From an optimization exercise on the open Yosys and OpenROAD flow, aimed at small area, a short achievable clock period and few clock cycles per item; shortcuts taken in it are not production practice.
RTL that was checked went through simulation tests only; none was proved equivalent to the original.

## calendar_date_difference
module calendar_date_difference (
  input  logic                           clk_i,
  input  logic                           rst_ni,
  input  logic                           in_valid_i,
  output logic                           in_ready_o,
  input  logic [cdd_pkg::YEAR_W-1:0]     first_year_i,
  input  logic [cdd_pkg::MONTH_W-1:0]    first_month_i,
  input  logic [cdd_pkg::DAY_W-1:0]      first_day_i,
  input  logic [cdd_pkg::YEAR_W-1:0]     second_year_i,
  input  logic [cdd_pkg::MONTH_W-1:0]    second_month_i,
  input  logic [cdd_pkg::DAY_W-1:0]      second_day_i,
  output logic                           out_valid_o,
  input  logic                           out_ready_i,
  output logic [cdd_pkg::DIFF_W-1:0]     day_difference_o
);
Settings: LEC_CHECK=0, CAP_MARGIN=20, CORE_MARGIN=2, CORE_UTILIZATION=40, SETUP_SLACK_MARGIN=2.6, SLEW_MARGIN=20; clock period 7.0 ns.
standard.sh (not shown) runs the stock make flow with config.mk's settings and CLKGATE_MAP_FILE= SYNTH_SCRIPT=/design/flow/synth_recipe.tcl, a recipe that flattens the netlist after the stock synthesis.
==> flow/flow/run.sh <==
#!/bin/bash
# Layout flow: the standard flow (standard.sh), with one change: the
# buffers that buffer_ports puts on every input and output port are
# sky130_fd_sc_hd__buf_2 instead of the cell OpenROAD picks by default.
set -euo pipefail
export BUFFER_PORTS_ARGS="-buffer_cell sky130_fd_sc_hd__buf_2"
bash standard.sh finish > standard_flow.log 2>&1
The first run went through all stages and came out clean.
Testbench counts at the start, summed over its fixed seeds: cycles 24,016, items 24,000.
==> next run, changes <==
==> flow/flow/run.sh (replaced) <==
#!/bin/bash
# Layout flow: the standard flow (standard.sh) with two changes:
# - the buffers that buffer_ports puts on every input and output port are
#   sky130_fd_sc_hd__buf_2 instead of the cell OpenROAD picks by default;
# - Yosys's synth skips its quick internal ABC pass (SYNTH_ARGS=-noabc), so
#   the full adders written in the RTL reach extract_fa as written; the
#   technology mapping ABC pass after it runs as usual.
set -euo pipefail
export BUFFER_PORTS_ARGS="-buffer_cell sky130_fd_sc_hd__buf_2"
export SYNTH_ARGS="-noabc"
bash standard.sh finish > standard_flow.log 2>&1
Settings changed: CORE_UTILIZATION 40 to 60, PLACE_DENSITY from default to 0.75, SETUP_SLACK_MARGIN 2.6 to 2.4.
Result: Utilization rose by 21 points; worst setup slack degrades by 140 ps; routed wire length fell by 12%; clock-buffer cell count rose by 1; first-iteration DRC count rose by 19%; via count fell by 8.3%; flip-flop and latch count is unchanged.
==> next run, changes <==
Settings changed: CORE_UTILIZATION 60 to 40, PLACE_DENSITY 0.75 to default, SETUP_SLACK_MARGIN 2.4 to 2.6.
=> Utilization goes down by 20 points; non-clock buffer count is higher by 28; setup slack is better by 180 ps; area after synthesis does not change; count of clock-buffer cells in the layout shrinks by 1; via count is about the same.
==> next run, changes <==
Settings changed: SETUP_SLACK_MARGIN 2.6 to 2.4.
Routed wire length falls by 3.7%.
Worst setup slack got worse by 120 ps.
Final area fell by 4.3%.
Worst hold slack is about the same.
Non-clock buffer count goes down by 25.
Sequential share of layout area increases by 1.0 points.
Area after synthesis stays the same.
Clock-buffer cell count does not change.
Final cell count is lower by 1.6%.

========
## job 1423
calendar_date_difference, a different RTL version from the one above (not shown whole).
Size in the first run: ~1200 cells after synthesis, roughly 98 flip-flops, about 74 I/O pins, about 0.012 sq mm of cells after synthesis.
Settings: LEC_CHECK=0, CAP_MARGIN=20, CORE_MARGIN=2, CORE_UTILIZATION=40, SETUP_SLACK_MARGIN=2.6, SLEW_MARGIN=20; clock period 7.0 ns.
==> flow/flow/run.sh <==
#!/bin/bash
# Layout flow: the standard flow (standard.sh), with one change: the
# buffers that buffer_ports puts on every input and output port are
# sky130_fd_sc_hd__buf_2 instead of the cell OpenROAD picks by default.
set -euo pipefail
export BUFFER_PORTS_ARGS="-buffer_cell sky130_fd_sc_hd__buf_2"
bash standard.sh finish > standard_flow.log 2>&1
Job 1423 went all the way through synthesis, placement and routing and the layout is clean on timing, DRC and antenna.
Testbench counts of job 1423, summed over its fixed seeds: cycles 24,016, items 24,000.
## Diff of input files: job 3483 against job 1423
Settings: CORE_UTILIZATION now 60, was 40; CTS_BUF_LIST now sky130_fd_sc_hd__clkbuf_8, previously not set.
Findings:
- Job 3483 went all the way through synthesis, placement and routing and the layout is clean on timing, DRC and antenna.
- The non-clock buffer count reported for job 3483 is smaller than that of job 1423 by 3.5%.
- Delta (job 3483 minus job 1423): largest net degree at the start of global routing went up by 1.9%, global-route usage went up by 7.0 points.
- The highest-delay cell along the critical path comes out sky130_fd_sc_hd__o41ai_4 in one run and sky130_fd_sc_hd__fa_1 in the other, namely in job 3483 and job 1423 respectively.
Modified inputs, job 8462 compared to job 3483
Settings: removing CTS_BUF_LIST (formerly sky130_fd_sc_hd__clkbuf_8); changing CORE_UTILIZATION from 60 to 40.
==> flow/flow/run.sh <==
#!/bin/bash
# Layout flow: the standard flow (standard.sh), with one change: the
# buffers that buffer_ports puts on every input and output port are
# sky130_fd_sc_hd__buf_1 instead of the cell OpenROAD picks by default.
set -euo pipefail
export BUFFER_PORTS_ARGS="-buffer_cell sky130_fd_sc_hd__buf_1"
bash standard.sh finish > standard_flow.log 2>&1
Findings:
- Of job 3483 and job 8462, job 3483 shows the lower final area, with job 8462 above it.
- From job 3483 to job 8462, depth of the CTS H-tree did not move at all.
- Global-route wire length before repair (higher): job 8462
- Between job 8462 and job 3483, it is job 8462 whose net count reported at finish is higher, by about 0.38%.
- Reported for job 3483 and job 8462, synthesized netlist net count turned out identical to the last digit.
- Diff job 3483 -> job 8462: minimum period implied by the final worst setup slack went down by 0.052 ns; actual slew at the worst max-slew pin went down by 0.0038 ns; non-clock buffer share of cell area was more or less identical; setup slack went up by 0.052 ns.

========
calendar_date_difference, a different RTL version from the one above (not shown whole).
Size: ~98 flip-flops, about 74 I/O pins, about 11000 um2 of cells after synthesis.
clock: 7.0 ns
lec_check: 0
cap_margin: 20
core_margin: 2
core_utilization: 40
cts_buf_list: sky130_fd_sc_hd__clkbuf_8
setup_slack_margin: 2.9
slew_margin: 20
==> flow/flow/run.sh <==
#!/bin/bash
# Layout flow: the standard flow (standard.sh) with two changes:
# - the buffers that buffer_ports puts on every input and output port are
#   sky130_fd_sc_hd__buf_1 instead of the cell OpenROAD picks by default;
# - Yosys's synth skips its quick internal ABC pass (SYNTH_ARGS=-noabc), so
#   the full adders written in the RTL reach extract_fa as written; the
#   technology mapping ABC pass after it runs as usual.
set -euo pipefail
export BUFFER_PORTS_ARGS="-buffer_cell sky130_fd_sc_hd__buf_1"
export SYNTH_ARGS="-noabc"
bash standard.sh finish > standard_flow.log 2>&1
Testbench counts at the start, summed over its fixed seeds: cycles 24,016, items 24,000.
Change:
--- a/flow/config.mk
+++ b/flow/config.mk
@@ -10 +10 @@
-export CORE_UTILIZATION = 40
+export CORE_UTILIZATION = 50
@@ -12 +12 @@
-export SETUP_SLACK_MARGIN = 2.9
+export SETUP_SLACK_MARGIN = 2.7
After rerunning: Routed wire length shrinks by 4.7%. Via count is lower by 0.89%. Area after synthesis is unchanged. Non-clock buffer count falls by 20. Critical path depth rose by 2. Register-to-register slack got worse by 60 ps.
Change:
--- a/flow/config.mk
+++ b/flow/config.mk
@@ -10 +10 @@
-export CORE_UTILIZATION = 50
+export CORE_UTILIZATION = 40
@@ -12 +12 @@
-export SETUP_SLACK_MARGIN = 2.7
+export SETUP_SLACK_MARGIN = 2.8
Core utilization shrinks by 11 points.
Hold slack improves by 27 ps.
Count of clock-buffer cells in the layout does not change.
Global-route usage is lower by 3.4 points.
Die area went up by a quarter to a third.
Non-clock buffer count went up by 6.
Design area increases by a few percent.
Change:
--- a/flow/config.mk
+++ b/flow/config.mk
@@ -11,2 +11 @@
-export CTS_BUF_LIST = sky130_fd_sc_hd__clkbuf_8
-export SETUP_SLACK_MARGIN = 2.8
+export SETUP_SLACK_MARGIN = 2.4
=>
- worst hold slack gets worse by 14 ps
- wire length came out lower by about 2.5%
- count of clock-buffer cells in the layout came out higher by 1

========
calendar_date_difference again, from the RTL that the note above started with.
Settings: LEC_CHECK=0, CAP_MARGIN=20, CORE_MARGIN=2, CORE_UTILIZATION=40, CTS_BUF_LIST=sky130_fd_sc_hd__clkbuf_8, SETUP_SLACK_MARGIN=2.5, SLEW_MARGIN=20; clock period 7.0 ns.
Scripts as last shown in full above: flow/flow/run.sh
Testbench counts at the start, summed over its fixed seeds: cycles 24,016, items 24,000.
Rerun with:
SETUP_SLACK_MARGIN = 3.1   (was 2.5)
Effect:
- The changed run produced a clean layout
- via count grows by 4.8%
- worst setup slack improved by 210 ps
- clock-buffer cell count falls by 1
- final cell count came out higher by 3.7%

========
Another version of the RTL of calendar_date_difference (not shown whole).
For scale: about 1200 cells after synthesis, about 98 flip-flops, roughly 74 I/O pins, about 12000 µm² of cells after synthesis.
export LEC_CHECK = 0
export CAP_MARGIN = 20
export CORE_MARGIN = 2
export CORE_UTILIZATION = 40
export SETUP_SLACK_MARGIN = 2.7
export SLEW_MARGIN = 20
create_clock -name core_clock -period 7.0 [get_ports {clk_i}]
Scripts as last shown in full above: flow/flow/run.sh
==> next run, changes <==
- SETUP_SLACK_MARGIN: 2.7 -> 2.4
Clock skew stays flat.
Routed wire length shrinks slightly.
Global-route usage rose by 0.32 points.
Core utilization came out lower by 1.4 points.
Die area stays the same.
Sequential share of layout area rose by 0.67 points.
Count of clock-buffer cells in the layout stays the same.
Maximum frequency came out lower by a few percent.
No functional check of the RTL was part of any run of this note.

========
Setup of north:
Another version of the RTL of calendar_date_difference (not shown whole).
Size in the first run: about 1,100 cells after synthesis, about 74 I/O pins, roughly 11,000 um2 of cells after synthesis.
Settings: LEC_CHECK=0, CAP_MARGIN=20, CORE_MARGIN=2, CORE_UTILIZATION=40, SETUP_SLACK_MARGIN=2.4, SLEW_MARGIN=20; clock period 7.0 ns.
Scripts as last shown in full above: flow/flow/run.sh
north reached the final stage; the timing, design-rule and antenna checks on its layout passed.
Testbench counts of north, summed over its fixed seeds: cycles 24,016, items 24,000.
Relative to north, the following input files were edited for south:
Settings: CAP_MARGIN: 20 -> 0; SLEW_MARGIN: 20 -> 0.
-- flow/flow/run.sh --
<<< north, line 4
#   sky130_fd_sc_hd__buf_1 instead of the cell OpenROAD picks by default;
>>> south, line 4
#   sky130_fd_sc_hd__buf_2 instead of the cell OpenROAD picks by default;
<<< north, line 9
export BUFFER_PORTS_ARGS="-buffer_cell sky130_fd_sc_hd__buf_1"
>>> south, line 9
export BUFFER_PORTS_ARGS="-buffer_cell sky130_fd_sc_hd__buf_2"
## What came out
Routed wire in south totals less than in north.
When south is measured against north, its global routing usage summed across all routing layers turns out 0.29 points lower.
Final worst hold slack: south vs north, no meaningful difference
Peak clock frequency supported by timing deteriorates in south relative to north.
> inputs changed (south -> east)
Settings: CAP_MARGIN changed from 0 to 20; CTS_BUF_LIST newly set to sky130_fd_sc_hd__clkbuf_8; SLEW_MARGIN changed from 0 to 20.
-- flow/flow/run.sh --
<<< south, line 4
#   sky130_fd_sc_hd__buf_2 instead of the cell OpenROAD picks by default;
>>> east, line 4
#   sky130_fd_sc_hd__buf_1 instead of the cell OpenROAD picks by default;
<<< south, line 9
export BUFFER_PORTS_ARGS="-buffer_cell sky130_fd_sc_hd__buf_2"
>>> east, line 9
export BUFFER_PORTS_ARGS="-buffer_cell sky130_fd_sc_hd__buf_1"
Findings:
In east, the met3 wire length came out about 9% below the value in south. south has a higher fraction of cell area in non-clock buffers than east. From south to east the numbers moved as follows: layout net count has remained practically unchanged; detailed route wirelength on metal2 picked up an extra about 2.4%; via count of the first global-routing pass higher; met3 track demand over resource lower. Between east and south, the detail-routed via count per cell does not differ in any meaningful way. Re post-detailed-routing wire length: south was lower than east.

========
Another version of the RTL of calendar_date_difference (not shown whole).
For scale: roughly 1,200 cells after synthesis, about 12,000 sq um of cells after synthesis.
Settings: LEC_CHECK=0, CAP_MARGIN=20, CORE_MARGIN=2, CORE_UTILIZATION=40, SLEW_MARGIN=20; clock period 7.0 ns.
==> flow/flow/run.sh <==
#!/bin/bash
# Layout flow: the standard flow (standard.sh), with one change: the
# buffers that buffer_ports puts on every input and output port are
# sky130_fd_sc_hd__buf_2 instead of the cell OpenROAD picks by default.
set -euo pipefail
export BUFFER_PORTS_ARGS="-buffer_cell sky130_fd_sc_hd__buf_2"
bash standard.sh finish > standard_flow.log 2>&1
Testbench counts at the start, summed over its fixed seeds: cycles 24,016, items 24,000.
Then changed:
- SETUP_SLACK_MARGIN: unset -> 3.7
Outcome:
- The new run passed the timing, design-rule and antenna checks
- global-route usage came out higher by 1.8 points
- routed wire length went up by about 16%
- design area goes up by 24%
- clock skew hardly moves
- sequential share of layout area is lower by 4.4 points
- worst setup slack gets better by 0.88 ns
- cell count goes up by about 9%
Then changed:
- SETUP_SLACK_MARGIN: 3.7 -> 2.2
After rerunning: Routed wire length is lower by 13%; critical path depth increases by 6; core utilization went down by 10 points; clock skew is about the same; non-clock buffer count drops by 139; first-iteration DRC count rose by 30%.
Then changed:
- SETUP_SLACK_MARGIN: 2.2 -> 3.2
The changed run produced a clean layout.
Non-clock buffer count grows by 115.
Worst setup slack gains 0.42 ns.
Clock-buffer cell count grows by 1.
Area after synthesis does not change.
Then changed:
==> flow/flow/run.sh (replaced) <==
#!/bin/bash
# Layout flow: the standard flow (standard.sh) with two changes:
# - the buffers that buffer_ports puts on every input and output port are
#   sky130_fd_sc_hd__buf_2 instead of the cell OpenROAD picks by default;
# - Yosys's synth skips its quick internal ABC pass (SYNTH_ARGS=-noabc), so
#   the full adders written in the RTL reach extract_fa as written; the
#   technology mapping ABC pass after it runs as usual.
set -euo pipefail
export BUFFER_PORTS_ARGS="-buffer_cell sky130_fd_sc_hd__buf_2"
export SYNTH_ARGS="-noabc"
bash standard.sh finish > standard_flow.log 2>&1
- SETUP_SLACK_MARGIN: 3.2 -> 2.6
Worst setup slack loses 0.16 ns.
Register-to-register slack loses 0.22 ns.
Routed wire length came out lower by 17%.
Utilization came out lower by 5.1 points.
Cell count came out lower by 7.6%.
Global-route usage came out lower by 2.6 points.
Final area came out lower by 12%.
Maximum frequency came out lower by 3.6%.
Clock skew came out lower by 0.0060 ns.
Area after synthesis came out lower by 3.3%.
Then changed:
==> flow/flow/run.sh (replaced) <==
#!/bin/bash
# Layout flow: the standard flow (standard.sh), with one change: the
# buffers that buffer_ports puts on every input and output port are
# sky130_fd_sc_hd__buf_2 instead of the cell OpenROAD picks by default.
set -euo pipefail
export BUFFER_PORTS_ARGS="-buffer_cell sky130_fd_sc_hd__buf_2"
bash standard.sh finish > standard_flow.log 2>&1
Effect:
- The new run went through all stages and came out clean
- final area is lower by 1.8%
- non-clock buffer count shrinks by 21

========
calendar_date_difference with an RTL version that a note above also has.
Size: ~1100 cells after synthesis, roughly 98 flip-flops, roughly 74 I/O pins, about 11000 µm² of cells after synthesis.
==> flow/config.mk <==
export PLATFORM = sky130hd
export DESIGN_NAME = calendar_date_difference
export DESIGN_NICKNAME = calendar_date_difference
export VERILOG_FILES = /design/flow/design.v
export SDC_FILE = /design/flow/constraint.sdc
export NUM_CORES = 4
export LEC_CHECK = 0
export CAP_MARGIN = 20
export CORE_MARGIN = 2
export CORE_UTILIZATION = 40
export CTS_BUF_LIST = sky130_fd_sc_hd__clkbuf_8
export SETUP_SLACK_MARGIN = 2.7
export SLEW_MARGIN = 20
==> flow/constraint.sdc <==
create_clock -name core_clock -period 7.0 [get_ports {clk_i}]
set_input_delay 1.4000 -clock core_clock [delete_from_list [all_inputs] [get_ports {clk_i}]]
set_output_delay 1.4000 -clock core_clock [all_outputs]
set_load 0.01 [all_outputs]
==> flow/flow/run.sh <==
#!/bin/bash
# Layout flow: the standard flow (standard.sh) with two changes:
# - the buffers that buffer_ports puts on every input and output port are
#   sky130_fd_sc_hd__buf_1 instead of the cell OpenROAD picks by default;
# - Yosys's synth skips its quick internal ABC pass (SYNTH_ARGS=-noabc), so
#   the full adders written in the RTL reach extract_fa as written; the
#   technology mapping ABC pass after it runs as usual.
set -euo pipefail
export BUFFER_PORTS_ARGS="-buffer_cell sky130_fd_sc_hd__buf_1"
export SYNTH_ARGS="-noabc"
bash standard.sh finish > standard_flow.log 2>&1
The starting point finished clean.
Testbench counts at the start, summed over its fixed seeds: cycles 24,016, items 24,000.
Next try:
--- a/flow/config.mk
+++ b/flow/config.mk
@@ -9,5 +9,4 @@
 export CORE_MARGIN = 2
 export CORE_UTILIZATION = 40
-export CTS_BUF_LIST = sky130_fd_sc_hd__clkbuf_8
-export SETUP_SLACK_MARGIN = 2.7
+export SETUP_SLACK_MARGIN = 2.6
 export SLEW_MARGIN = 20
Effect:
- The changed run finished clean
- via count barely changes
- cell count barely changes
- final area goes up by 0.35%
- synthesized cell count does not change

==> what the ideal ports hide <==
No port has a modelled driver above. Below, the same layouts with a new extraction and two added sets of constraints.
Step 1 (the two cells are an assumption about what drives the block):
set clk [get_ports {clk_i}]
set_driving_cell -lib_cell sky130_fd_sc_hd__clkbuf_16 $clk
set_driving_cell -lib_cell sky130_fd_sc_hd__buf_2 [delete_from_list [all_inputs] $clk]
Step 2 times the ports against the registers' clock, not the clock port: input delays grow and output delays shrink by t, the midpoint of the rising clock arrivals with the driver on.
Three values: no drivers, after step 1, after step 2; two values: the first two.
run | t, ns | slack for setup (ns) | worst setup path after step 2
the first run of note 1 | 0.385 | 2.640 / 2.627 / 2.242 | input to register
the second run of note 1 | 0.378 | 2.495 / 2.516 / 2.139 | input to register
the third run of note 1 | 0.389 | 2.677 / 2.637 / 2.330 | input to register
the fourth run of note 1 | 0.388 | 2.560 / 2.518 / 2.207 | input to register
job 1423 | 0.398 | 2.726 / 2.712 / 2.354 | input to register
job 3483 | 0.410 | 2.635 / 2.597 / 2.294 | input to register
job 8462 | 0.383 | 2.687 / 2.674 / 2.327 | input to register
the first run of note 3 | 0.406 | 2.883 / 2.883 / 2.544 | input to register
the second run of note 3 | 0.408 | 2.804 / 2.822 / 2.417 | input to register
the third run of note 3 | 0.411 | 2.801 / 2.801 / 2.547 | input to register
the fourth run of note 3 | 0.381 | 2.559 / 2.559 / 2.249 | input to register
the first run of note 4 | 0.409 | 2.649 / 2.649 / 2.284 | input to register
the second run of note 4 | 0.404 | 2.864 / 2.864 / 2.550 | input to register
the first run of note 5 | 0.400 | 2.581 / 2.590 / 2.191 | input to register
the second run of note 5 | 0.402 | 2.475 / 2.501 / 2.099 | input to register
north | 0.389 | 2.575 / 2.534 / 2.242 | input to register
south | 0.390 | 2.558 / 2.521 / 2.194 | input to register
east | 0.413 | 2.564 / 2.535 / 2.168 | input to register
the first run of note 7 | 0.389 | 1.932 / 1.957 / 1.568 | input to register
the second run of note 7 | 0.390 | 2.816 / 2.773 / 2.451 | input to register
the third run of note 7 | 0.390 | 2.389 / 2.380 / 2.020 | input to register
the fourth run of note 7 | 0.393 | 2.805 / 2.761 / 2.426 | input to register
the fifth run of note 7 | 0.386 | 2.649 / 2.644 / 2.259 | input to register
the sixth run of note 7 | 0.393 | 2.728 / 2.701 / 2.360 | input to register
the first run of note 8 | 0.423 | 2.783 / 2.783 / 2.407 | input to register
the second run of note 8 | 0.382 | 2.705 / 2.722 / 2.340 | input to register
After both steps setup and hold are still met in every run listed. For the first run of note 1, which loses most, drivers alone change the setup slack by -0.013 ns; drivers and shift together by -0.398 ns.
